This is an optimization exercise on Yosys and OpenROAD, whose aim is small area and a short achievable clock period, not a production implementation. At most, simulation tests tie the RTL to the original design; equivalence was not proved. No functional check of the RTL was part of run 4. Power figures rest on the tool's default switching activity, not on a simulated workload.

File: flow/run.sh
#!/bin/bash
# The standard layout (standard.sh, with its standard synthesis), with extra ORFS settings:
# plain buf_1 cells as the port buffers, and a setup margin that makes timing repair aim for
# more slack than the clock period needs. The clock period and constraints are unchanged.
set -euo pipefail
bash standard.sh finish SETUP_SLACK_MARGIN=7.5 CTS_CLUSTER_SIZE=24 CTS_CLUSTER_DIAMETER=100 CORE_UTILIZATION=50 SLEW_MARGIN=10 CAP_MARGIN=10 "BUFFER_PORTS_ARGS=-buffer_cell sky130_fd_sc_hd__buf_1" > standard.log 2>&1
File: design.v
module pulse_sched_gen #(
  parameter int TW        = 32,
  parameter int QW        = 16,
  parameter int NTEMP     = 3,
  parameter int PULSE_LEN = 4,
  parameter int TNC_GAP   = 8
)(
  input  logic                  clk,
  input  logic                  rst,
  input  logic                  tick_1us,
  input  logic                  sync_in,
  input  logic                  load,
  input  logic                  en_cal,
  input  logic                  en_noise,
  input  logic [3:0]            n_temp,
  input  logic [15:0]           cal_dly,
  input  logic [TW-1:0]         dt_cal,
  input  logic [TW-1:0]         dt_noise,
  input  logic [NTEMP*TW-1:0]   p_ni,
  input  logic [NTEMP*TW-1:0]   p_ii,
  input  logic [NTEMP*TW-1:0]   p_np,
  input  logic [NTEMP*TW-1:0]   p_ip,
  input  logic [NTEMP*QW-1:0]   qit,
  output logic                  tni,
  output logic                  tki,
  output logic                  tnp,
  output logic                  tkp,
  output logic                  tobm,
  output logic                  tnc,
  output logic                  i_izl,
  output logic                  i_get,
  output logic                  error,
  output logic                  busy,
  output logic [3:0]            cur_train,
  output logic [TW-1:0]         time_now
);
  localparam int CW = $clog2(PULSE_LEN);
  localparam int NP = NTEMP + 2;           
  logic [2:0] s_tk, s_sy, s_ld;
  logic tk_r, sy_r, ld_r, tkv;
  logic ld_s;                                 
  logic st_start, st_arm, st_run, st_endw;    
  logic [NP-1:0] en_v;                        
  logic [15:0] sh_cal_dly;
  logic [TW-1:0] sh_dt_cal, sh_dt_noise;
  logic [NTEMP*TW-1:0] sh_ni, sh_ii, sh_np, sh_ip;
  logic [NTEMP*QW-1:0] sh_qit;
  logic [NP:0] ps, ps_first, ps_next, ps_arm;  
  logic [QW-1:0] rep1, q_cur;                 
  logic done;                                 
  logic [1:0] ct;                             
  logic [3:0][TW-1:0] ofs;                    
  logic [TW-1:0] el;                          
  logic [TW-1:0] pa, pb, pc, pd;
  localparam int HW = TW / 2;
  logic [TW-1:0] s2, c2, s3, c3;              
  logic [HW:0] l1, l2, l3;                    
  logic [HW-1:0] a_h, b_h, c_h, d_h, x2, y2, x3, y3;  
  logic [HW-1:0] h1, h2, h3;                  
  logic k2, k3;                               
  logic [3:1] co;                             
  logic [3:1] hz, hz_n;                       
  logic arm_d;                                
  logic [4:0] act, pend, fire;
  logic [4:0][CW-1:0] cnt;
  logic [3:0] m;
  assign tk_r = s_tk[1] & ~s_tk[2];
  assign sy_r = s_sy[1] & ~s_sy[2];
  assign ld_r = s_ld[1] & ~s_ld[2];
  assign tkv  = tk_r & ~sy_r;
  always_comb begin
    ps_first = '0;
    ps_first[NP] = 1'b1;
    for (int p = NP - 1; p >= 0; p--)
      if (en_v[p]) begin
        ps_first = '0;
        ps_first[p] = 1'b1;
      end
  end
  always_comb begin
    logic seen;
    ps_next = '0;
    seen = 1'b0;
    for (int p = 0; p < NP; p++) begin
      if (seen && en_v[p] && ps_next == '0) ps_next[p] = 1'b1;
      if (ps[p]) seen = 1'b1;
    end
    if (ps_next == '0) ps_next[NP] = 1'b1;
  end
  always_comb begin
    logic [QW-1:0] q;
    q = (ps[0] | ps[1]) ? QW'(1) : '0;
    for (int k = 0; k < NTEMP; k++)
      q = q | ({QW{ps[k+2] & ld_s}} & qit[k*QW +: QW]) | ({QW{ps[k+2] & ~ld_s}} & sh_qit[k*QW +: QW]);
    q_cur = q;
  end
  assign ps_arm = st_start ? ps_first : done ? ps_next : ps;
  always_comb begin
    logic [TW-1:0] a, b, c, d;
    logic [NP-1:0] si, ss;
    si = ps_arm[NP-1:0] & {NP{ld_s}};
    ss = ps_arm[NP-1:0] & {NP{~ld_s}};
    a = ps_arm[NP] ? TW'(TNC_GAP) : '0;
    b = '0;
    c = ({TW{si[0] | si[1]}} & TW'(cal_dly)) | ({TW{ss[0] | ss[1]}} & TW'(sh_cal_dly));
    d = ({TW{si[0]}} & dt_cal) | ({TW{ss[0]}} & sh_dt_cal) |
        ({TW{si[1]}} & dt_noise) | ({TW{ss[1]}} & sh_dt_noise);
    for (int k = 0; k < NTEMP; k++) begin
      a = a | ({TW{si[k+2]}} & p_ni[k*TW +: TW]) | ({TW{ss[k+2]}} & sh_ni[k*TW +: TW]);
      b = b | ({TW{si[k+2]}} & p_ii[k*TW +: TW]) | ({TW{ss[k+2]}} & sh_ii[k*TW +: TW]);
      c = c | ({TW{si[k+2]}} & p_np[k*TW +: TW]) | ({TW{ss[k+2]}} & sh_np[k*TW +: TW]);
      d = d | ({TW{si[k+2]}} & p_ip[k*TW +: TW]) | ({TW{ss[k+2]}} & sh_ip[k*TW +: TW]);
    end
    pa = a;
    pb = b;
    pc = c;
    pd = d;
  end
  assign s2 = ofs[0] ^ ofs[1] ^ ofs[2];
  assign c2 = {(ofs[0][TW-2:0] & ofs[1][TW-2:0]) | (ofs[0][TW-2:0] & ofs[2][TW-2:0]) |
               (ofs[1][TW-2:0] & ofs[2][TW-2:0]), 1'b0};
  assign s3 = s2 ^ c2 ^ ofs[3];
  assign c3 = {(s2[TW-2:0] & c2[TW-2:0]) | (s2[TW-2:0] & ofs[3][TW-2:0]) |
               (c2[TW-2:0] & ofs[3][TW-2:0]), 1'b0};
  assign l1 = {1'b0, ofs[0][HW-1:0]} + {1'b0, ofs[1][HW-1:0]};
  assign l2 = {1'b0, s2[HW-1:0]} + {1'b0, c2[HW-1:0]};
  assign l3 = {1'b0, s3[HW-1:0]} + {1'b0, c3[HW-1:0]};
  assign a_h = ofs[0][TW-1:HW];
  assign b_h = ofs[1][TW-1:HW];
  assign c_h = ofs[2][TW-1:HW];
  assign d_h = ofs[3][TW-1:HW];
  always_comb begin
    logic [HW-1:0] s, c;
    s = a_h ^ b_h ^ c_h;
    c = {(a_h[HW-2:0] & b_h[HW-2:0]) | (a_h[HW-2:0] & c_h[HW-2:0]) | (b_h[HW-2:0] & c_h[HW-2:0]),
         arm_d ? k2 : c2[HW]};
    x2 = s;
    y2 = c;
    x3 = s ^ c ^ d_h;
    y3 = {(s[HW-2:0] & c[HW-2:0]) | (s[HW-2:0] & d_h[HW-2:0]) | (c[HW-2:0] & d_h[HW-2:0]),
          arm_d ? k3 : c3[HW]};
  end
  function automatic logic [HW-1:0] addc(input logic [HW-1:0] x, input logic [HW-1:0] y,
                                         input logic ci);
    logic [HW:0] t;
    t = {x, ci} + {y, ci};
    addc = t[HW:1];
  endfunction
  assign h1 = addc(a_h, b_h, co[1]);
  assign h2 = addc(x2, y2, co[2]);
  assign h3 = addc(x3, y3, co[3]);
  function automatic logic zc(input logic [HW-1:0] x, input logic [HW-1:0] y, input logic ci);
    logic r;
    r = (x[0] ^ y[0]) == ci;
    for (int i = 1; i < HW; i++) r = r & ((x[i] ^ y[i]) == (x[i-1] | y[i-1]));
    zc = r;
  endfunction
  assign hz_n[1] = zc(a_h, b_h, l1[HW]);
  assign hz_n[2] = zc(x2, y2, l2[HW]);
  assign hz_n[3] = zc(x3, y3, l3[HW]);
  assign m[0] = el == ofs[0];
  for (genvar i = 1; i < 4; i++) begin : g_m
    assign m[i] = (el[HW-1:0] == ofs[i][HW-1:0]) &&
                  (arm_d ? hz[i] : (el[TW-1:HW] == ofs[i][TW-1:HW]));
  end
  assign fire[0] = tkv & pend[0] & m[0];
  assign fire[1] = tkv & pend[1] & m[1];
  assign fire[2] = tkv & pend[2] & m[2];
  assign fire[3] = tkv & pend[3] & m[3];
  assign fire[4] = tkv & pend[4] & m[0];
  always_ff @(posedge clk or posedge rst)
    if (rst) begin
      s_tk <= '0;
      s_sy <= '0;
      s_ld <= '0;
      en_v <= '0;
      ld_s <= 1'b0;
      done <= 1'b0;
      arm_d <= 1'b0;
    end else begin
      s_tk <= {s_tk[1:0], tick_1us};
      s_sy <= {s_sy[1:0], sync_in};
      s_ld <= {s_ld[1:0], load};
      ld_s <= s_ld[0] & ~s_ld[1];
      if (ld_r) begin
        en_v[0] <= en_cal;
        en_v[1] <= en_noise;
        for (int k = 0; k < NTEMP; k++) en_v[k+2] <= (n_temp > 4'(k)) && (qit[k*QW +: QW] != '0);
      end
      done <= rep1 >= q_cur;
      arm_d <= st_arm & ~sy_r;
    end
  always_ff @(posedge clk)
    if (ld_r) begin
      sh_cal_dly <= cal_dly;
      sh_dt_cal <= dt_cal;
      sh_dt_noise <= dt_noise;
      sh_ni <= p_ni;
      sh_ii <= p_ii;
      sh_np <= p_np;
      sh_ip <= p_ip;
      sh_qit <= qit;
    end
  always_ff @(posedge clk) begin
    if (!sy_r) begin
      if (st_start || (st_run && fire[3])) begin
        ofs <= {pd, pc, pb, pa};
        ps <= ps_arm;
      end
      if (st_arm) begin
        ofs[1][HW-1:0] <= l1[HW-1:0];
        ofs[2][HW-1:0] <= l2[HW-1:0];
        ofs[3][HW-1:0] <= l3[HW-1:0];
        co <= {l3[HW], l2[HW], l1[HW]};
        k2 <= c2[HW];
        k3 <= c3[HW];
        hz <= hz_n;
      end
      if (arm_d && !(st_start || (st_run && fire[3]))) begin
        ofs[1][TW-1:HW] <= h1;
        ofs[2][TW-1:HW] <= h2;
        ofs[3][TW-1:HW] <= h3;
      end
      if (st_start) begin
        rep1 <= QW'(1);
        el <= tk_r ? TW'(2) : TW'(1);
      end else if (st_run && fire[3]) begin
        rep1 <= done ? QW'(1) : rep1 + QW'(1);
        el <= TW'(1);
      end else if (tk_r) el <= el + TW'(1);
    end
    for (int i = 0; i < 5; i++)
      if (fire[i]) cnt[i] <= CW'(PULSE_LEN - 1);
      else if (tk_r && act[i]) cnt[i] <= cnt[i] - CW'(1);
  end
  always_ff @(posedge clk or posedge rst)
    if (rst) begin
      st_start <= 1'b0;
      st_arm <= 1'b0;
      st_run <= 1'b0;
      st_endw <= 1'b0;
      busy <= 1'b0;
      ct <= '0;
      time_now <= '0;
      act <= '0;
      pend <= '0;
      i_izl <= 1'b0;
      i_get <= 1'b0;
      error <= 1'b0;
    end else begin
      error <= ((fire[0] && i_get) || (fire[2] && i_izl)) ? 1'b1 : ld_r ? 1'b0 : error;
      if (sy_r) begin
        time_now <= '0;
        st_start <= 1'b1;
        st_arm <= 1'b0;
        st_run <= 1'b0;
        st_endw <= 1'b0;
        busy <= 1'b1;
        ct <= '0;
        pend <= '0;
        act <= '0;
        i_izl <= 1'b0;
        i_get <= 1'b0;
      end else begin
        if (tk_r) time_now <= time_now + TW'(1);
        for (int i = 0; i < 5; i++)
          if (fire[i]) act[i] <= 1'b1;
          else if (tk_r && cnt[i] == '0) act[i] <= 1'b0;
        i_izl <= fire[1] ? 1'b0 : fire[0] ? 1'b1 : i_izl;
        i_get <= fire[3] ? 1'b0 : fire[2] ? 1'b1 : i_get;
        pend <= pend & ~fire;
        st_start <= st_endw & fire[4];
        st_arm <= st_start | (st_run & fire[3]);
        st_run <= (st_arm & ~ps[NP]) | (st_run & ~fire[3]);
        st_endw <= (st_arm & ps[NP]) | (st_endw & ~fire[4]);
        if (st_arm) pend <= ps[NP] ? 5'b10000 : (ps[0] | ps[1]) ? 5'b01100 : 5'b01111;
        if (st_start || (st_run && fire[3]))
          ct <= {ps_arm[4], ps_arm[3]} & {2{st_start | st_run}};
        else
          ct <= {ps[4], ps[3]} & {2{(st_arm & ~ps[NP]) | st_run}};
      end
    end
  assign tni = act[0];
  assign tki = act[1];
  assign tnp = act[2];
  assign tkp = act[3];
  assign tobm = act[3];
  assign tnc = act[4];
  assign cur_train = {2'b00, ct};
endmodule
File: constraint.sdc
create_clock -name core_clock -period 11.0 [get_ports {clk}]
set_input_delay 2.2000 -clock core_clock [delete_from_list [all_inputs] [get_ports {clk}]]
set_output_delay 2.2000 -clock core_clock [all_outputs]
set_load 0.01 [all_outputs]
File: config.mk
export PLATFORM = sky130hd
export DESIGN_NAME = pulse_sched_gen
export DESIGN_NICKNAME = pulse_sched_gen
export VERILOG_FILES = /design/flow/design.v
export SDC_FILE = /design/flow/constraint.sdc
export NUM_CORES = 4
export LEC_CHECK = 0
export CAP_MARGIN = 20
export CORE_MARGIN = 2
export CORE_UTILIZATION = 40
export SLEW_MARGIN = 20
File: standard.sh
#!/bin/bash
# synth_recipe.tcl (not shown) runs the flow's synth.tcl, then flattens the netlist and writes it again
# the make line also repeats each setting of config.mk as NAME=value (left out here)
make -C /OpenROAD-flow-scripts/flow DESIGN_CONFIG=/design/flow/config.mk WORK_HOME=/design/flow/orfs CLKGATE_MAP_FILE= SYNTH_SCRIPT=/design/flow/synth_recipe.tcl "${@:-finish}"
==> results of run 1 <==
logic make-up after synthesis:
group | count (synthesis) | synth area share
other | 1 | 0.00008915
multiplexers | 240 | 0.05887
buffers and inverters | 381 | 0.03814
adder cells (fa/ha/maj) | 228 | 0.07978
XOR/XNOR | 323 | 0.06726
AND/OR/NAND/NOR | 753 | 0.08731
AO/OA/AOI/OAI | 705 | 0.1216
flip-flops | 781 | 0.5470
cell usage after synthesis, types with 62 or more instances:
cell	instances
nand4_1	62
nand2_1	198
mux2i_1	181
clkbuf_1	96
inv_1	171
nor2_1	188
edfxtp_1	702
a21oi_1	172
fa_1	67
o21ai_0	80
ha_1	161
xor2_1	149
buf_2	75
xnor2_1	174
a222oi_1	161
dfrtp_1	69
report_power, final:
group / switching, uW / internal (uW)
clock network: 1040 / 772
registers: 168 / 3470
logic: 1960 / 1360
total: 3170 / 5600
timing repair:
action,CTS,global route
buffers inserted,44,37
pin swaps,47,60
gates resized for setup,105,79
endpoints found under the setup margin,235,120
gates cloned,2,0
endpoints found under the hold margin,0,0
sequential cells by signal (all words and copies together) (netlist names), 48 cells and up:
signal and flops:
sh_np 96, sh_qit 48, ofs 128, sh_ii 96
sh_ip 96, sh_ni 96
placed cells by master, fill, tap and decap left out, types with 96 or more instances in the layout:
master / count
a222oi_1: 161
xor2_1: 144
nor2_1: 185
nand2_1: 196
edfxtp_1: 702
mux2i_1: 180
buf_4: 96
xnor2_1: 173
buf_1: 563
inv_1: 161
ha_1: 150
a21oi_1: 149
worst reg2reg max path, cell delays in order, from the launching register on:
cell and delay, ps:
edfxtp_1 490, fa_2 650, fa_2 480, fa_2 390
a21oi_4 150, o21ai_2 80, a21oi_2 180, o211ai_1 230
a211o_1 350, a31oi_2 200, xor2_1 190, o21ai_1 70
final timing paths:
| path | endpoint | start |
|---|---|---|
| setup / recovery | ofs[127] | ofs[48] |
| hold reg to reg | s_tk[1] | s_tk[0] |
| setup reg to reg | ofs[127] | ofs[48] |
| hold / removal | s_tk[1] | s_tk[0] |
| min in group asynchronous | time_now[6] | rst |
| max in group asynchronous | ld_s | rst |
per-layer routing:
| metal | vias to the layer above | wire length, um | global-route usage |
|---|---|---|---|
| li1 | 14040 | - | - |
| met1 | 15600 | 58570 | 0.4483 |
| met2 | 1529 | 61710 | 0.4742 |
| met3 | 197 | 11830 | 0.05589 |
| met4 | 22 | 4012 | 0.08524 |
| met5 | - | 148 | 0 |
final cells by class:
cell class	instances	area [um^2]	share of cell area
diodes	24	60.06	0.001257
clock inverters	10	157.7	0.003301
well taps	1080	1351	0.02829
clock buffers	62	1137	0.02381
repair buffers	682	3192	0.06683
inverters	175	709.4	0.01485
flip-flops and latches	781	23020	0.4821
multi-input cells	2253	18130	0.3796
metrics by stage:
| step | cells | setup slack (ps) | instance area (um^2) | util |
|---|---|---|---|---|
| global placement | 4888 | 6618 | 44970 | 0.5391 |
| CTS | 5006 | 7298 | 47070 | 0.5643 |
| finish | 5067 | 7297 | 47760 | 0.5725 |
| floorplan | 3413 | 2302 | 42080 | - |
| global route | 5062 | 7171 | 47750 | 0.5724 |
| detailed placement | 4888 | 6587 | 44970 | 0.5391 |
==> metrics.md, run 1 <==
| Metric | Value |
|---|---|
| Synth cell types | 72 |
| Vias in the first global route | between 20000 and 30000 |
| HP Class | flop to flop |
| Die X-Extent | 294.0 um |
| Final setup TNS | 0 ps |
| Async S/R FF share, synth | 0.08835 |
| Max transition margin | 0.2696 |
| Top post-synthesis cells by area | edfxtp_1 (50%), ha_1 (4.8%), mux2i_1 (4.3%) |
| Hold Fails Final Rpt | 0 |
| Port Buffers | 566 |
| Startpoint types | flop |
| Total power | 8766 uW |
| Leakage power | 0.01685 uW |
| Grt ovf | 0 |
| CP max stage cell | fa_2 |
| Synth warnings | 1 |
| Top cell by count, worst path | fa_2 |
| Initial antenna violation count | 38 |
| H-tree Lvls | 2 |
| Buf+Inv Stages, Crit Path | 0 |
| Worst EP required | about 11000 ps |
| Setup repair after global routing missed its margin | true |
| Initial Utilization | 0.5042 |
| Largest delay contributor family on the critical path | adder cells |
| CTS Buf Count | 41 |
| Synth Cell Area | 42060 um^2 |
| Core outline area | 83420 um^2 |
| Die height | 294.0 um |
| Post-synth EDFFs | 702 |
| Power per cell area | 183.5 nW/um^2 |
| Hpwl dp | 98550 um |
| R2r worst-path depth | 11 |
| Final worst-path cycle share | 0.3366 |
| Primary FF master, synth | edfxtp_1 |
| Via density | 6.195 |
| Largest stage delay, worst path | about 650 ps |
| Nets | 4685 |
| Die area | 86460 um^2 |
| Num ports | between 500 and 600 |
| Share of cells above drive strength 1 | 0.09437 |
| Crit. End Element | flop |
| CTS sink cnt | 781 |
| Synth top area share | 0.5012 |
| Fin crit period | about 3700 ps |
| Outcome | timing/DRC/antenna clean |
| Worst Tran Pin Value | ~1100 ps |
| Reg2Reg Setup Slack | 7300 ps |
| Quantity of hold-fixing buffers added after cts | 0 |
| Via Count | 31390 |
| First-pass GRT wire length | 198000 um |
| Worst hold slack | 357.8 ps |
| Crit. path cell count | 11 |
| WP data arrival | approximately 4100 ps |
| Slew Limit Fails | 0 |
| DRC | 0 |
| Placer Congestion | 0.9367 |
| WL/cell | 26.89 um |
| DRT antenna net count | 0 |
| Largest net degree at the start of global routing | roughly 160 |
| Initial DRC count | 4265 |
| Drt total wl | roughly 140000 um |
| Seq/Total Area, Yosys | 0.5470 |
| Worst path cell trace | fa_2, fa_2, fa_2, a21oi_4, o21ai_2, a21oi_2, o211ai_1, a211o_1, a31oi_2, xor2_1, o21ai_1 |
| Area growth, synth to finish | 13.55% |
| Max Freq | 0.2700 GHz |
| Top cell type by total area after synthesis | edfxtp_1 |
| CP Class | flop to flop |
| Max Cap Violations | 0 |
| Clk slew on worst S/H paths | 100 ps |
| Clock Path Buffers | 3 |
| Final setup skew | a little under 50 ps |
| Cell row count | 106 |
| Clk root buf | clkbuf_16 |
| Final setup violation count | 0 |
| Skew-Pair Late Insertion Delay | 650 ps |
| Gr usage total | 0.3081 |
| FF+latch count, synth | 781 |
| TritonRoute pass-1 iters | 8 |
| Filler instances | 7050 |
| CTS tree | yes |
| Post-synthesis cell count | around 3400 |
| Hold Crit Depth | 0 |
| Max VDD drop | approximately 0.15 mV |
| Syn_area_per_cell | 12.33 um^2 |
| CP Max Fanout | 4 |
==> run 2, diff against run 1 <==
==> flow/run.sh (replaced) <==
#!/bin/bash
# The standard layout (standard.sh, with its standard synthesis), with extra ORFS settings:
# plain buf_1 cells as the port buffers, a setup margin that makes timing repair aim for more
# slack than the clock period needs, larger clock-tree sink clusters and a higher core
# utilisation. The clock period and the constraints are unchanged. ORFS writes each step's
# log under orfs/logs/; make's own output goes to standard.log.
set -euo pipefail
bash standard.sh finish SETUP_SLACK_MARGIN=7.25 CTS_CLUSTER_SIZE=24 CTS_CLUSTER_DIAMETER=100 CORE_UTILIZATION=55 "BUFFER_PORTS_ARGS=-buffer_cell sky130_fd_sc_hd__buf_1" > standard.log 2>&1
==> run 2 against run 1 <==
  * Clock skew fell by 12 ps
  * Sequential share of layout area up 0.70 points
  * Critical path depth up 2
  * Global-route usage increased by 3.2 points
  * Flip-flop and latch count stayed put
  * Combinational power shrank 4%
  * Wire length rose by 0.21%
  * Core utilization up 4.8 points
  * Synthesized cell count unchanged
  * Critical path type unchanged
  * Largest cell class unchanged
  * Largest power group unchanged
==> metrics.md, run 2 <==
| Metric | Value |
|---|---|
| Outcome | timing/DRC/antenna clean |
| Quantity of hold-fixing buffers added after cts | 0 (unchanged) |
| Largest register FFs | 128 (unchanged) |
| Multi-input logic area | 17860 um^2 (-1.5%) |
| H-tree Lvls | 2 (unchanged) |
| Cell row count | 101 (-4.7%) |
| HP Class | flop to flop |
| Filler instances | 6140 (-13%) |
| DRT antenna net count | 0 (unchanged) |
| CTS tree | yes |
| Synth cell types | 72 (unchanged) |
| Top cell type by total area after synthesis | edfxtp_1 |
| Final setup skew | 37.26 ps (-12.06 ps) |
| Final setup TNS | 0 ps (unchanged) |
| Most common cell in the synthesized netlist | edfxtp_1 |
| Reg2Reg Setup Slack | 7170 ps (-130 ps) |
| Reg power frac | 0.425 (+0.010) |
| Startpoint types | flop |
| Gr usage total | 0.3399 (+0.03178) |
| Via Count | 31680 (+0.93%) |
| Setup repair after global routing missed its margin | true |
| Nets | 4663 (-0.47%) |
| Crit. End Element | flop |
| Grt ovf | 0 (unchanged) |
| Core outline area | 75820 um^2 (-9.1%) |
| Die height | 280.5 um (-4.6%) |
| Clk root buf | clkbuf_16 |
| Vias in the first global route | 30750 (+2.9%) |
| Hold Crit Depth | 0 (unchanged) |
| Top cells by count, synth | edfxtp_1 (702), nand2_1 (198), nor2_1 (188) |
| Hold Fails Final Rpt | 0 (unchanged) |
| Worst setup startpoint | ofs[15] |
| Clk network pwr share | 0.205 (-0.002) |
| Top post-synthesis cells by area | edfxtp_1 (50%), ha_1 (4.8%), mux2i_1 (4.3%) |
| Via density | 6.422 (+3.7%) |
| WP data arrival | 4210 ps (+120 ps) |
| CP Class | flop to flop |
| Hold path start | s_tk[0] |
| Synth Cell Area | 42060 um^2 (unchanged) |
| Post-synthesis cell count | 3412 (unchanged) |
| Leakage power | 0.01664 uW (-1.3%) |
| Hpwl dp | 100800 um (+2.3%) |
| CTS sink cnt | 781 (unchanged) |
| Initial DRC count | 4030 (-5.5%) |
| Synth warnings | 1 (unchanged) |
| Synth top area share | 0.5012 (unchanged) |
| Comb pwr share | 0.371 (-0.007) |
| Register area | 23020 um^2 (about the same) |
| Clk slew on worst S/H paths | 100 ps (about the same) |
| CP Max Fanout | 3 (-1) |
| Post-synth EDFFs | 702 (unchanged) |
| Sw Share | 0.3575 (-0.003647) |
| Area growth, synth to finish | 11.89% |
| Fin crit period | 3831 ps (+127.7 ps) |
| Clock Path Buffers | 3 (unchanged) |
| Die X-Extent | 280.5 um (-4.6%) |
| Final worst-path cycle share | 0.3482 (+0.01161) |
| Max Cap Violations | 0 (unchanged) |
| Share of cells above drive strength 1 | 0.07792 (-0.01645) |
| FF+latch count, synth | 781 (unchanged) |
| Max transition margin | 0.2278 (-0.04183) |
| Initial Utilization | 0.5547 (+0.05054) |
| Slew Limit Fails | 0 (unchanged) |
| Largest net degree at the start of global routing | 158 (+0.64%) |
| RR Startpoint | ofs[15] |
| First-pass GRT wire length | 199400 um (+0.67%) |
| Skew-Pair Late Insertion Delay | 630 ps (-20 ps) |
| CP Capture Point | ofs[127] |
| R2R Path End | ofs[127] |
| Power per cell area | 182.5 nW/um^2 (-0.58%) |
| Syn_area_per_cell | 12.33 um^2 (unchanged) |
| Placer Congestion | 0.9737 (+4.0%) |
| NetSw | 3070 uW (-3.0%) |
| DRC | 0 (unchanged) |
| R2r worst-path depth | 13 (+2) |
| Initial antenna violation count | 36 (-5.3%) |
| Final setup violation count | 0 (unchanged) |
| Internal | 5518 uW (-1.5%) |
| Final core occ | 0.6207 (+0.04816) |
| Async S/R FF share, synth | 0.08835 (unchanged) |
| Worst Tran Pin Value | 1158 ps (+62.74 ps) |
| Max VDD drop | 0.1325 mV (-13%) |
| Num ports | 569 (unchanged) |
| Seq/Total Area, Yosys | 0.5470 (unchanged) |
| CTS Buf Count | 40 (-2.4%) |
| Commonest non-fill, non-tap cell in the layout | edfxtp_1 |
| Die area | 78700 um^2 (-9.0%) |
| Worst EP required | 11380 ps (about the same) |
| Primary FF master, synth | edfxtp_1 |
| WL/cell | 27.68 um (+2.9%) |
| Largest register by flop count | ofs |
| Most frequent cells in the layout | edfxtp_1 (702), buf_1 (566), nand2_1 (197), nor2_1 (185), mux2i_1 (180) |
| Port Buffers | 566 (unchanged) |
| Drt total wl | 136600 um (+0.21%) |
| TritonRoute pass-1 iters | 10 (+2) |
| Max Freq | 0.2610 GHz (-3.3%) |
[run 2: cell counts after synthesis]
Identical to the previous run, type by type.
[run 2: worst min-delay path by stage]
stage                     endpoint  slack [ps]
final                      s_tk[1]         360
after global routing       s_tk[1]         370
after CTS                  s_sy[1]         360
after detailed placement   s_sy[1]         330
after global placement     s_tk[1]         340
after floorplan            s_sy[1]         330
[run 2: cell families after synthesis]
logic type,share of synthesized area
AOI/OAI and AO/OA,0.1216
xor gates and xnor gates,0.06726
adders and majority gates,0.07978
buffers and inverters,0.03814
DFF,0.5470
muxes,0.05887
other,0.00008915
and+or+nand+nor,0.08731
[run 2: layout make-up]
cell class | count | area share
Timing Repair Buffer | 660 | 0.06320
Sequential cell | 781 | 0.4891
Antenna cell | 16 | 0.0008508
Clock inverter | 10 | 0.003696
Inverter | 175 | 0.01465
Tap cell | 978 | 0.02600
Clock buffer | 60 | 0.02286
Multi-Input combinational cell | 2253 | 0.3796
Timing Repair inverter | 1 | 0.0001063
[run 2: routing by layer]
metal / vias to the layer above / share of wire / global-route usage
met1: 15880 / 0.41 / 0.4778
met5: - / 0.0022 / 0
li1: 13990 / - / -
met4: 46 / 0.028 / 0.09900
met3: 222 / 0.087 / 0.06029
met2: 1546 / 0.47 / 0.5427
[run 2: power by group through the flow]
stage / clock network (uW) / registers [uW] / logic, uW
5_1_grt: 1870 / 3660 / 3430
2_1_floorplan: 0 / 3640 / 1990
4_1_cts: 1780 / 3650 / 2960
6_report: 1760 / 3650 / 3180
3_5_place_dp: 0 / 3710 / 2790
3_3_place_gp: 0 / 3710 / 2750
[run 2: worst max-delay path, cell delays in order, from the launching register on]
cell and delay [ps]:
edfxtp_1 390, buf_6 150, fa_2 410, mux2_4 320
fa_2 470, fa_2 390, a21oi_2 180, o21ai_2 80
a21oi_2 180, o211ai_1 240, a211o_1 340, a31oi_1 180
xor2_1 210, o21ai_1 70
[run 2: timing repair]
| item | CTS | global route |
|---|---|---|
| endpoints found under the setup margin | 533 | 319 |
| gates cloned | 3 | 0 |
| gates resized for setup | 65 | 59 |
| pin swaps | 23 | 38 |
| buffers inserted | 22 | 38 |
[run 2: per-stage QoR]
| stage | setup slack [ps] | hold WS (ps) | std cells | power (uW) | cell area, um^2 |
|---|---|---|---|---|---|
| after detailed placement | 6432 | 334.7 | 4785 | 6502 | 44820 |
| after CTS | 7086 | 357.4 | 4880 | 8384 | 46490 |
| after global placement | 6508 | 336.4 | 4785 | 6456 | 44820 |
| final | 7169 | 355.1 | 4934 | 8588 | 47060 |
| after global routing | 7072 | 365.2 | 4930 | 8960 | 47050 |
| after floorplan | 2302 | 331.2 | 3413 | 5626 | 42080 |
==> run 3, diff against run 2 <==
--- a/flow/run.sh
+++ b/flow/run.sh
@@ -5,4 +5,4 @@
 # utilisation. The clock period and the constraints are unchanged. ORFS writes each step's
 # log under orfs/logs/; make's own output goes to standard.log.
 set -euo pipefail
-bash standard.sh finish SETUP_SLACK_MARGIN=7.25 CTS_CLUSTER_SIZE=24 CTS_CLUSTER_DIAMETER=100 CORE_UTILIZATION=55 "BUFFER_PORTS_ARGS=-buffer_cell sky130_fd_sc_hd__buf_1" > standard.log 2>&1
+bash standard.sh finish SETUP_SLACK_MARGIN=7.5 CTS_CLUSTER_SIZE=24 CTS_CLUSTER_DIAMETER=100 CORE_UTILIZATION=50 "BUFFER_PORTS_ARGS=-buffer_cell sky130_fd_sc_hd__buf_1" > standard.log 2>&1
==> run 3 against run 2 <==
  * Via count fell by 0.92%
  * Flip-flop and latch count is the same
  * Sequential power about the same
  * First-iteration DRC count increased by 5.8%
  * Total power up 2.1%
  * Largest cell class unchanged
  * Largest power group unchanged
  * Highest routed layer unchanged
==> metrics.md, run 3 <==
| Metric | Value |
|---|---|
| HP Class | flop to flop |
| Slew Limit Fails | 0 (unchanged) |
| Die area | 86460 um^2 (+9.9%) |
| Nets | 4685 (+0.47%) |
| Max Cap Violations | 0 (unchanged) |
| CTS sink cnt | 781 (unchanged) |
| Leakage power | 0.01685 uW (+1.3%) |
| Clk slew on worst S/H paths | 100 ps (about the same) |
| Max Freq | 0.2700 GHz (+3.4%) |
| DRC | 0 (unchanged) |
| Synth Cell Area | 42060 um^2 (unchanged) |
| Max VDD drop | 0.1515 mV (+14%) |
| Skew-Pair Late Insertion Delay | 650 ps (+20 ps) |
| Most common cell in the synthesized netlist | edfxtp_1 |
| Commonest non-fill, non-tap cell in the layout | edfxtp_1 |
| Synth cell types | 72 (unchanged) |
| Outcome | timing/DRC/antenna clean |
| CTS Buf Count | 41 (+2.5%) |
| WP data arrival | 4090 ps (-120 ps) |
| Top cell by count, worst path | fa_2 |
| Hold Fails Final Rpt | 0 (unchanged) |
| Post-synth EDFFs | 702 (unchanged) |
| Worst path cell trace | fa_2, fa_2, fa_2, a21oi_4, o21ai_2, a21oi_2, o211ai_1, a211o_1, a31oi_2, xor2_1, o21ai_1 |
| Clk network pwr share | 0.207 (+0.002) |
| Syn_area_per_cell | 12.33 um^2 (unchanged) |
| CP Class | flop to flop |
| Initial DRC count | 4265 (+5.8%) |
| Num ports | 569 (unchanged) |
| Final setup skew | 49.32 ps (+12.06 ps) |
| Final setup violation count | 0 (unchanged) |
| Quantity of hold-fixing buffers added after cts | 0 (unchanged) |
| Final worst-path cycle share | 0.3366 (-0.01161) |
| Largest register by flop count | ofs |
| Clk root buf | clkbuf_16 |
| Power per cell area | 183.5 nW/um^2 (+0.58%) |
| Placer Congestion | 0.9367 (-3.8%) |
| Vias in the first global route | 29890 (-2.8%) |
| Area growth, synth to finish | 13.55% |
| Max transition margin | 0.2696 (+0.04183) |
| NetSw | 3165 uW (+3.1%) |
| Synth warnings | 1 (unchanged) |
| DRT antenna net count | 0 (unchanged) |
| Grt ovf | 0 (unchanged) |
| Port Buffers | 566 (unchanged) |
| Initial Utilization | 0.5042 (-0.05054) |
| Cell row count | 106 (+5.0%) |
| Drt total wl | 136300 um (-0.21%) |
| WL/cell | 26.89 um (-2.8%) |
| Worst EP required | 11390 ps (about the same) |
| Largest stage delay, worst path | 650 ps (+180 ps) |
| Sw Share | 0.3611 (+0.003647) |
| Final WS setup | 7297 ps (+127.7 ps) |
| Via Count | 31390 (-0.92%) |
| CP max stage cell | fa_2 |
| Die height | 294.0 um (+4.8%) |
| Startpoint types | flop |
| Initial antenna violation count | 38 (+5.6%) |
| Fin crit period | 3703 ps (-127.7 ps) |
| Internal | 5600 uW (+1.5%) |
| Worst slack at placement | 6587 ps (+154.6 ps) |
| Setup repair after global routing missed its margin | true |
| Comb pwr share | 0.378 (+0.007) |
| Most frequent cells in the layout | edfxtp_1 (702), buf_1 (563), nand2_1 (196), nor2_1 (185), mux2i_1 (180) |
| CTS tree | yes |
| Clock Path Buffers | 3 (unchanged) |
| Primary FF master, synth | edfxtp_1 |
| Async S/R FF share, synth | 0.08835 (unchanged) |
| Worst Tran Pin Value | 1096 ps (-62.74 ps) |
| Synth top area share | 0.5012 (unchanged) |
| Gr usage total | 0.3081 (-0.03178) |
| Die X-Extent | 294.0 um (+4.8%) |
| Via density | 6.195 (-3.5%) |
| Final setup TNS | 0 ps (unchanged) |
| H-tree Lvls | 2 (unchanged) |
| Core outline area | 83420 um^2 (+10%) |
| CP Max Fanout | 4 (+1) |
| Top cells by count, synth | edfxtp_1 (702), nand2_1 (198), nor2_1 (188) |
| Reg power frac | 0.415 (-0.010) |
| First-pass GRT wire length | 198000 um (-0.67%) |
| FF+latch count, synth | 781 (unchanged) |
| Top post-synthesis cells by area | edfxtp_1 (50%), ha_1 (4.8%), mux2i_1 (4.3%) |
| Seq/Total Area, Yosys | 0.5470 (unchanged) |
| Hpwl dp | 98550 um (-2.2%) |
| Post-synthesis cell count | 3412 (unchanged) |
| Share of cells above drive strength 1 | 0.09437 (+0.01645) |
| Largest register FFs | 128 (unchanged) |
| Crit. End Element | flop |
| Largest net degree at the start of global routing | 157 (-0.63%) |
| Top cell type by total area after synthesis | edfxtp_1 |
| TritonRoute pass-1 iters | 8 (-2) |
-- run 3: cell counts after synthesis --
Identical to the previous run, type by type.
-- run 3: logic make-up (layout without fill, tap and decap cells) --
logic type	Yosys count	in the layout	share of synthesized area
DFF	781	781	0.5470
and+or+nand+nor	753	755	0.08731
AOI/OAI and AO/OA	705	705	0.1216
buffers and inverters	381	929	0.03814
xor gates and xnor gates	323	323	0.06726
muxes	240	240	0.05887
adders and majority gates	228	228	0.07978
other	1	26	0.00008915
-- run 3: final cells by class --
type	count	area [um^2]
multi-input combinational	2253	18130
sequential	781	23020
timing repair buffer	682	3192
clock buffer	62	1137
fill	7050	35660
antenna	24	60.06
tap	1080	1351
clock inverter	10	157.7
inverter	175	709.4
-- run 3: through the flow --
stage / hold slack [ps] / area, um^2 / total power (uW) / utilization / std cells
after floorplan: 331.2 / 42080 / 5626 / - / 3413
after detailed placement: 342.6 / 44970 / 6472 / 0.5391 / 4888
after global placement: 334.7 / 44970 / 6470 / 0.5391 / 4888
final: 357.8 / 47760 / 8766 / 0.5725 / 5067
after CTS: 357.3 / 47070 / 8492 / 0.5643 / 5006
after global routing: 362.8 / 47750 / 9179 / 0.5724 / 5062
-- run 3: power groups by stage --
| stage | Clock, uW | Sequential (uW) | Combinational [uW] |
|---|---|---|---|
| 3_5_place_dp | 0 | 3710 | 2760 |
| 4_1_cts | 1840 | 3630 | 3010 |
| 3_3_place_gp | 0 | 3710 | 2760 |
| 6_report | 1810 | 3640 | 3310 |
| 2_1_floorplan | 0 | 3640 | 1990 |
| 5_1_grt | 1940 | 3650 | 3590 |
-- run 3: critical path: cells and delay by family, from the launching register on --
kind | cells | cell delay (ps)
adder cells (fa/ha/maj) | 3 | 1520
XOR/XNOR | 1 | 190
AO/OA/AOI/OAI | 7 | 1260
flip-flops | 1 | 490
-- run 3: final timing paths --
check	start	end	slack, ps	depth (start not counted)
max	ofs[48]	ofs[127]	7300	11
min	s_tk[0]	s_tk[1]	360	0
min reg2reg	s_tk[0]	s_tk[1]	360	0
max reg2reg	ofs[48]	ofs[127]	7300	11
min in group asynchronous	rst	time_now[6]	1640	2
max in group asynchronous	rst	ld_s	8210	3
-- run 3: repair_timing --
action	in CTS	in global routing
gates resized for setup	105	79
setup endpoints to repair	235	120
cloned	2	0
pin swaps	47	60
buffers inserted	44	37
-- run 3: layer usage --
layer / up-vias / part of all wire / track usage
met1: 15600 / 0.43 / 0.4483
met5: - / 0.0011 / 0
met4: 22 / 0.029 / 0.08524
met2: 1529 / 0.45 / 0.4742
li1: 14040 / - / -
met3: 197 / 0.087 / 0.05589
==> run 4, diff against run 3 <==
--- a/design.v
+++ b/design.v
@@ -96,25 +96,31 @@
   end
   assign ps_arm = st_start ? ps_first : done ? ps_next : ps;
   always_comb begin
-    logic [TW-1:0] a, b, c, d;
-    logic [NP-1:0] si, ss;
-    si = ps_arm[NP-1:0] & {NP{ld_s}};
-    ss = ps_arm[NP-1:0] & {NP{~ld_s}};
-    a = ps_arm[NP] ? TW'(TNC_GAP) : '0;
-    b = '0;
-    c = ({TW{si[0] | si[1]}} & TW'(cal_dly)) | ({TW{ss[0] | ss[1]}} & TW'(sh_cal_dly));
-    d = ({TW{si[0]}} & dt_cal) | ({TW{ss[0]}} & sh_dt_cal) |
-        ({TW{si[1]}} & dt_noise) | ({TW{ss[1]}} & sh_dt_noise);
+    logic [TW-1:0] ia, ib, ic, id, sa, sb, sc, sd;
+    logic [NP-1:0] q;
+    q = ps_arm[NP-1:0];
+    ic = {TW{q[0] | q[1]}} & TW'(cal_dly);
+    sc = {TW{q[0] | q[1]}} & TW'(sh_cal_dly);
+    id = ({TW{q[0]}} & dt_cal) | ({TW{q[1]}} & dt_noise);
+    sd = ({TW{q[0]}} & sh_dt_cal) | ({TW{q[1]}} & sh_dt_noise);
+    ia = '0;
+    ib = '0;
+    sa = '0;
+    sb = '0;
     for (int k = 0; k < NTEMP; k++) begin
-      a = a | ({TW{si[k+2]}} & p_ni[k*TW +: TW]) | ({TW{ss[k+2]}} & sh_ni[k*TW +: TW]);
-      b = b | ({TW{si[k+2]}} & p_ii[k*TW +: TW]) | ({TW{ss[k+2]}} & sh_ii[k*TW +: TW]);
-      c = c | ({TW{si[k+2]}} & p_np[k*TW +: TW]) | ({TW{ss[k+2]}} & sh_np[k*TW +: TW]);
-      d = d | ({TW{si[k+2]}} & p_ip[k*TW +: TW]) | ({TW{ss[k+2]}} & sh_ip[k*TW +: TW]);
-    end
-    pa = a;
-    pb = b;
-    pc = c;
-    pd = d;
+      ia = ia | ({TW{q[k+2]}} & p_ni[k*TW +: TW]);
+      ib = ib | ({TW{q[k+2]}} & p_ii[k*TW +: TW]);
+      ic = ic | ({TW{q[k+2]}} & p_np[k*TW +: TW]);
+      id = id | ({TW{q[k+2]}} & p_ip[k*TW +: TW]);
+      sa = sa | ({TW{q[k+2]}} & sh_ni[k*TW +: TW]);
+      sb = sb | ({TW{q[k+2]}} & sh_ii[k*TW +: TW]);
+      sc = sc | ({TW{q[k+2]}} & sh_np[k*TW +: TW]);
+      sd = sd | ({TW{q[k+2]}} & sh_ip[k*TW +: TW]);
+    end
+    pa = (ld_s ? ia : sa) | (ps_arm[NP] ? TW'(TNC_GAP) : '0);
+    pb = ld_s ? ib : sb;
+    pc = ld_s ? ic : sc;
+    pd = ld_s ? id : sd;
   end
   assign s2 = ofs[0] ^ ofs[1] ^ ofs[2];
   assign c2 = {(ofs[0][TW-2:0] & ofs[1][TW-2:0]) | (ofs[0][TW-2:0] & ofs[2][TW-2:0]) |
==> flow/run.sh (replaced) <==
#!/bin/bash
# The standard layout (standard.sh, with its standard synthesis), with extra ORFS settings:
# plain buf_1 cells as the port buffers, and a setup margin that makes timing repair aim for
# more slack than the clock period needs. The clock period and constraints are unchanged.
set -euo pipefail
bash standard.sh finish SETUP_SLACK_MARGIN=7.5 CTS_CLUSTER_SIZE=24 CTS_CLUSTER_DIAMETER=100 CORE_UTILIZATION=50 "BUFFER_PORTS_ARGS=-buffer_cell sky130_fd_sc_hd__buf_1" > standard.log 2>&1
==> run 4 against run 3 <==
  * First-iteration DRC count down 34%
  * Count of clock-buffer cells in the layout down 3
  * Fmax fell by 5.3%
  * Total power shrank 3.7%
  * Via count grew 0.41%
  * Wire length down 0.12%
  * Register-to-register slack got worse by 97 ps
  * Global-route usage up 0.33 points
  * Clock skew fell by 7.3 ps
  * Core utilization is 0.12 points lower
  * Sequential power about the same
  * Critical path type is now input port to flop
  * Critical endpoint is now done
  * Largest power group unchanged
  * Highest routed layer unchanged
==> metrics.md, run 4 <==
| Metric | Value |
|---|---|
| Post-synthesis cell count | 3462 (+1.5%) |
| Largest net degree at the start of global routing | 128 (-18%) |
| Placer Congestion | 0.9059 (-3.3%) |
| Sw Share | 0.3520 (-0.009089) |
| CP max stage cell | ha_1 |
| Max transition margin | 0.2843 (+0.01463) |
| Share of cells above drive strength 1 | 0.08135 (-0.01302) |
| Top post-synthesis cells by area | edfxtp_1 (51%), ha_1 (4.8%), a221o_1 (4.2%) |
| Comb pwr share | 0.370 (-0.008) |
| Die height | 292.8 um (-0.41%) |
| Synth cell types | 76 (+5.6%) |
| Fin crit period | 3910 ps (+206.5 ps) |
| Filler instances | 7141 (+1.3%) |
| DRC | 0 (unchanged) |
| Synth top area share | 0.5053 (+0.004149) |
| Seq/Total Area, Yosys | 0.5515 (+0.004528) |
| Crit. End Element | flop |
| Leakage power | 0.01666 uW (-1.1%) |
| Clk slew on worst S/H paths | 110 ps (about the same) |
| H-tree Lvls | 2 (unchanged) |
| Cell row count | 105 (-0.94%) |
| Syn_area_per_cell | 12.05 um^2 (-2.3%) |
| Top cells by count, synth | edfxtp_1 (702), a21oi_1 (238), nand2_1 (229) |
| Primary FF master, synth | edfxtp_1 |
| Most common cell in the synthesized netlist | edfxtp_1 |
| Outcome | timing/DRC/antenna clean |
| Largest stage delay, worst path | 310 ps (-340 ps) |
| Post-synth EDFFs | 702 (unchanged) |
| Final WS setup | 7090 ps (-206.5 ps) |
| Top cell type by total area after synthesis | edfxtp_1 |
| Port Buffers | 566 (unchanged) |
| Vias in the first global route | 30490 (+2.0%) |
| Final setup skew | 41.99 ps (-7.330 ps) |
| Via density | 6.201 (about the same) |
| Multi-input logic area | 17790 um^2 (-1.9%) |
| Final setup violation count | 0 (unchanged) |
| Drt total wl | 136100 um (-0.12%) |
| FF+latch count, synth | 781 (unchanged) |
| Reg power frac | 0.430 (+0.015) |
| CTS tree | yes |
| Worst path cell trace | buf_6, mux2_4, a22oi_2, nand3_1, ha_1, nand2b_4, a21o_1, a21o_1, a21o_1, a21o_1, a21o_1, a211o_1, a21o_1 |
| Clock Path Buffers | 3 (unchanged) |
| Final setup TNS | 0 ps (unchanged) |
| Met3 usage | 0.05433 (-0.001562) |
| CP Max Fanout | 3 (-1) |
| Worst hold slack | 361.2 ps (+3.434 ps) |
| Total power | 8440 uW (-3.7%) |
| Die area | 85760 um^2 (-0.81%) |
| Slew Limit Fails | 0 (unchanged) |
| Final core occ | 0.5713 (-0.001180) |
| Internal | 5469 uW (-2.3%) |
| Commonest non-fill, non-tap cell in the layout | edfxtp_1 |
| Gr busiest metal | met2 |
| Synth warnings | 1 (unchanged) |
| WP data arrival | 4460 ps (+370 ps) |
| WL/cell | 26.78 um (-0.44%) |
| Num ports | 569 (unchanged) |
| Largest delay contributor family on the critical path | compound AO/OA/AOI/OAI gates |
| Met2 Use GR | 0.5148 (+0.04063) |
| Worst slack at placement | 6358 ps (-229.4 ps) |
| Largest register by flop count | ofs |
| Clk network pwr share | 0.201 (-0.006) |
| M1 GR Usage | 0.4201 (-0.02818) |
| TritonRoute pass-1 iters | 9 (+1) |
| Top cell by count, worst path | a21o_1 |
| CTS sink cnt | 781 (unchanged) |
| Clk root buf | clkbuf_16 |
| Worst EP required | 11550 ps (+160 ps) |
| Register area | 23020 um^2 (about the same) |
| CP Class | input port to flop |
| DRT antenna net count | 0 (unchanged) |
| Power per cell area | 179.3 nW/um^2 (-2.3%) |
| Grt ovf | 0 (unchanged) |
| Initial DRC count | 2836 (-34%) |
| Skew-Pair Late Insertion Delay | 650 ps (about the same) |
| Max Cap Violations | 0 (unchanged) |
| Final worst-path cycle share | 0.3554 (+0.01877) |
| Startpoint types | input port |
| Worst Tran Pin Value | 1074 ps (-21.94 ps) |
| Largest register FFs | 128 (unchanged) |
| Quantity of hold-fixing buffers added after cts | 0 (unchanged) |
| Via Count | 31520 (+0.41%) |
| Most frequent cells in the layout | edfxtp_1 (702), buf_1 (563), nand2_1 (229), a21oi_1 (225), xor2_1 (185) |
| Max VDD drop | 0.1196 mV (-21%) |
| Die X-Extent | 292.8 um (-0.41%) |
| Buf+Inv Stages, Crit Path | 1 (+1) |
| Nets | 4720 (+0.75%) |
| NetSw | 2971 uW (-6.1%) |
| Async S/R FF share, synth | 0.08835 (unchanged) |
| CTS Buf Count | 39 (-4.9%) |
| Setup repair after global routing missed its margin | true |
| Hold Fails Final Rpt | 0 (unchanged) |
| Synth Cell Area | 41720 um^2 (-0.82%) |
| Max Freq | 0.2558 GHz (-5.3%) |
| Area growth, synth to finish | 12.82% |
| Initial antenna violation count | 37 (-2.6%) |
| First-pass GRT wire length | 199400 um (+0.70%) |
| HP Class | flop to flop |
| Hpwl dp | 94860 um (-3.7%) |
| Initial Utilization | 0.5064 (+0.002233) |
| Core outline area | 82370 um^2 (-1.3%) |
| Gr usage total | 0.3114 (+0.003270) |
## run 4: cell count changes in the layout (fill, tap and decap cells not counted), sizes merged, moves of 21 or more
cell	previous run	this run
a222oi	161	25
xnor2	174	127
nand2	198	230
a21oi	172	238
nand3	57	80
o31ai	18	45
a221o	18	173
nand4	62	37
o22ai	55	76
a22oi	40	62
mux2	59	22
mux2i	181	13
xor2	149	185
a221oi	16	102
## run 4: final cells by class
| class | instances | share of cell area |
|---|---|---|
| sequential | 781 | 0.4892 |
| inverter | 161 | 0.01311 |
| tap | 1070 | 0.02845 |
| antenna | 18 | 0.0009571 |
| multi-input combinational | 2309 | 0.3779 |
| timing repair buffer | 677 | 0.06585 |
| clock buffer | 59 | 0.02233 |
| clock inverter | 8 | 0.002153 |
## run 4: cell families (layout without fill, tap and decap cells)
group / Yosys count / count (layout) / share of synthesized area
adders and majority gates: 228 / 228 / 0.08044
DFF: 781 / 781 / 0.5515
and+or+nand+nor: 772 / 772 / 0.08800
AOI/OAI and AO/OA: 957 / 960 / 0.1683
buffers and inverters: 376 / 905 / 0.03707
xor gates and xnor gates: 312 / 312 / 0.06550
other: 1 / 20 / 0.00008989
muxes: 35 / 35 / 0.009058
## run 4: path summary, 6_finish.rpt
| check | startpoint | endpoint | slack [ps] | depth (start not counted) |
|---|---|---|---|---|
| min | s_sy[0] | s_sy[1] | 360 | 0 |
| min reg2reg | s_sy[0] | s_sy[1] | 360 | 0 |
| min in group asynchronous | rst | s_ld[0] | 1860 | 3 |
| max reg2reg | ofs[79] | ofs[122] | 7200 | 12 |
| max | qit[16] | done | 7090 | 13 |
| max in group asynchronous | rst | st_arm | 8350 | 3 |
## run 4: through the flow
step,cell area (um^2),std cells
after floorplan,41740,3463
after global placement,44620,4919
after detailed placement,44620,4919
after CTS,46640,5046
after global routing,47050,5078
final,47060,5083
## run 4: layer usage
| metal | part of all wire | up-vias |
|---|---|---|
| met1 | 0.40 | 15750 |
| met4 | 0.030 | 34 |
| li1 | - | 14300 |
| met2 | 0.49 | 1232 |
| met3 | 0.075 | 205 |
| met5 | 0.0018 | - |
## run 4: timing repair
action / in CTS / in global routing
endpoints found under the hold margin: 0 / 0
endpoints found under the setup margin: 272 / 232
pin swaps: 63 / 47
cloned: 4 / 0
gates resized for setup: 97 / 63
buffers inserted: 56 / 19
## run 4: power by group through the flow
stage | Sequential (uW) | Combinational [uW] | Clock [uW]
final | 3630 | 3120 | 1700
after global routing | 3640 | 3400 | 1820
after CTS | 3620 | 2930 | 1720
after detailed placement | 3700 | 2650 | 0
after global placement | 3700 | 2650 | 0
after floorplan | 3630 | 1950 | 0

## static timing again, ports no longer ideal
Ports are ideal in the flow. The routed layouts listed here were re-timed in OpenROAD. Step 1, drivers: a clkbuf_16 drives clk and a buf_2 each remaining input, both assumed. Step 2 also shifts input and output timing later by t, the mid clock arrival at the registers, as if the neighbouring blocks saw the same clock. a / b / c = ideal / step 1 / step 2; a / b = the first two.
run	t (ns)	setup slack, ns	clock arrival spread, ns	worst register clock-pin slew, ns	worst data-port slew with drivers (ns)
run 1	0.698	7.297 / 7.297 / 6.690	0.050 / 0.049	0.11 / 0.11	0.23
run 2	0.688	7.169 / 7.169 / 6.578	0.038 / 0.037	0.10 / 0.10	0.14
run 3	0.698	7.297 / 7.297 / 6.690	0.050 / 0.049	0.11 / 0.11	0.23
run 4	0.699	7.090 / 7.129 / 6.430	0.046 / 0.045	0.11 / 0.11	0.28
After both steps every run listed still meets setup and hold. The setup slack of run 4, which loses most, moves by +0.039 ns with the drivers and by -0.660 ns with both steps.
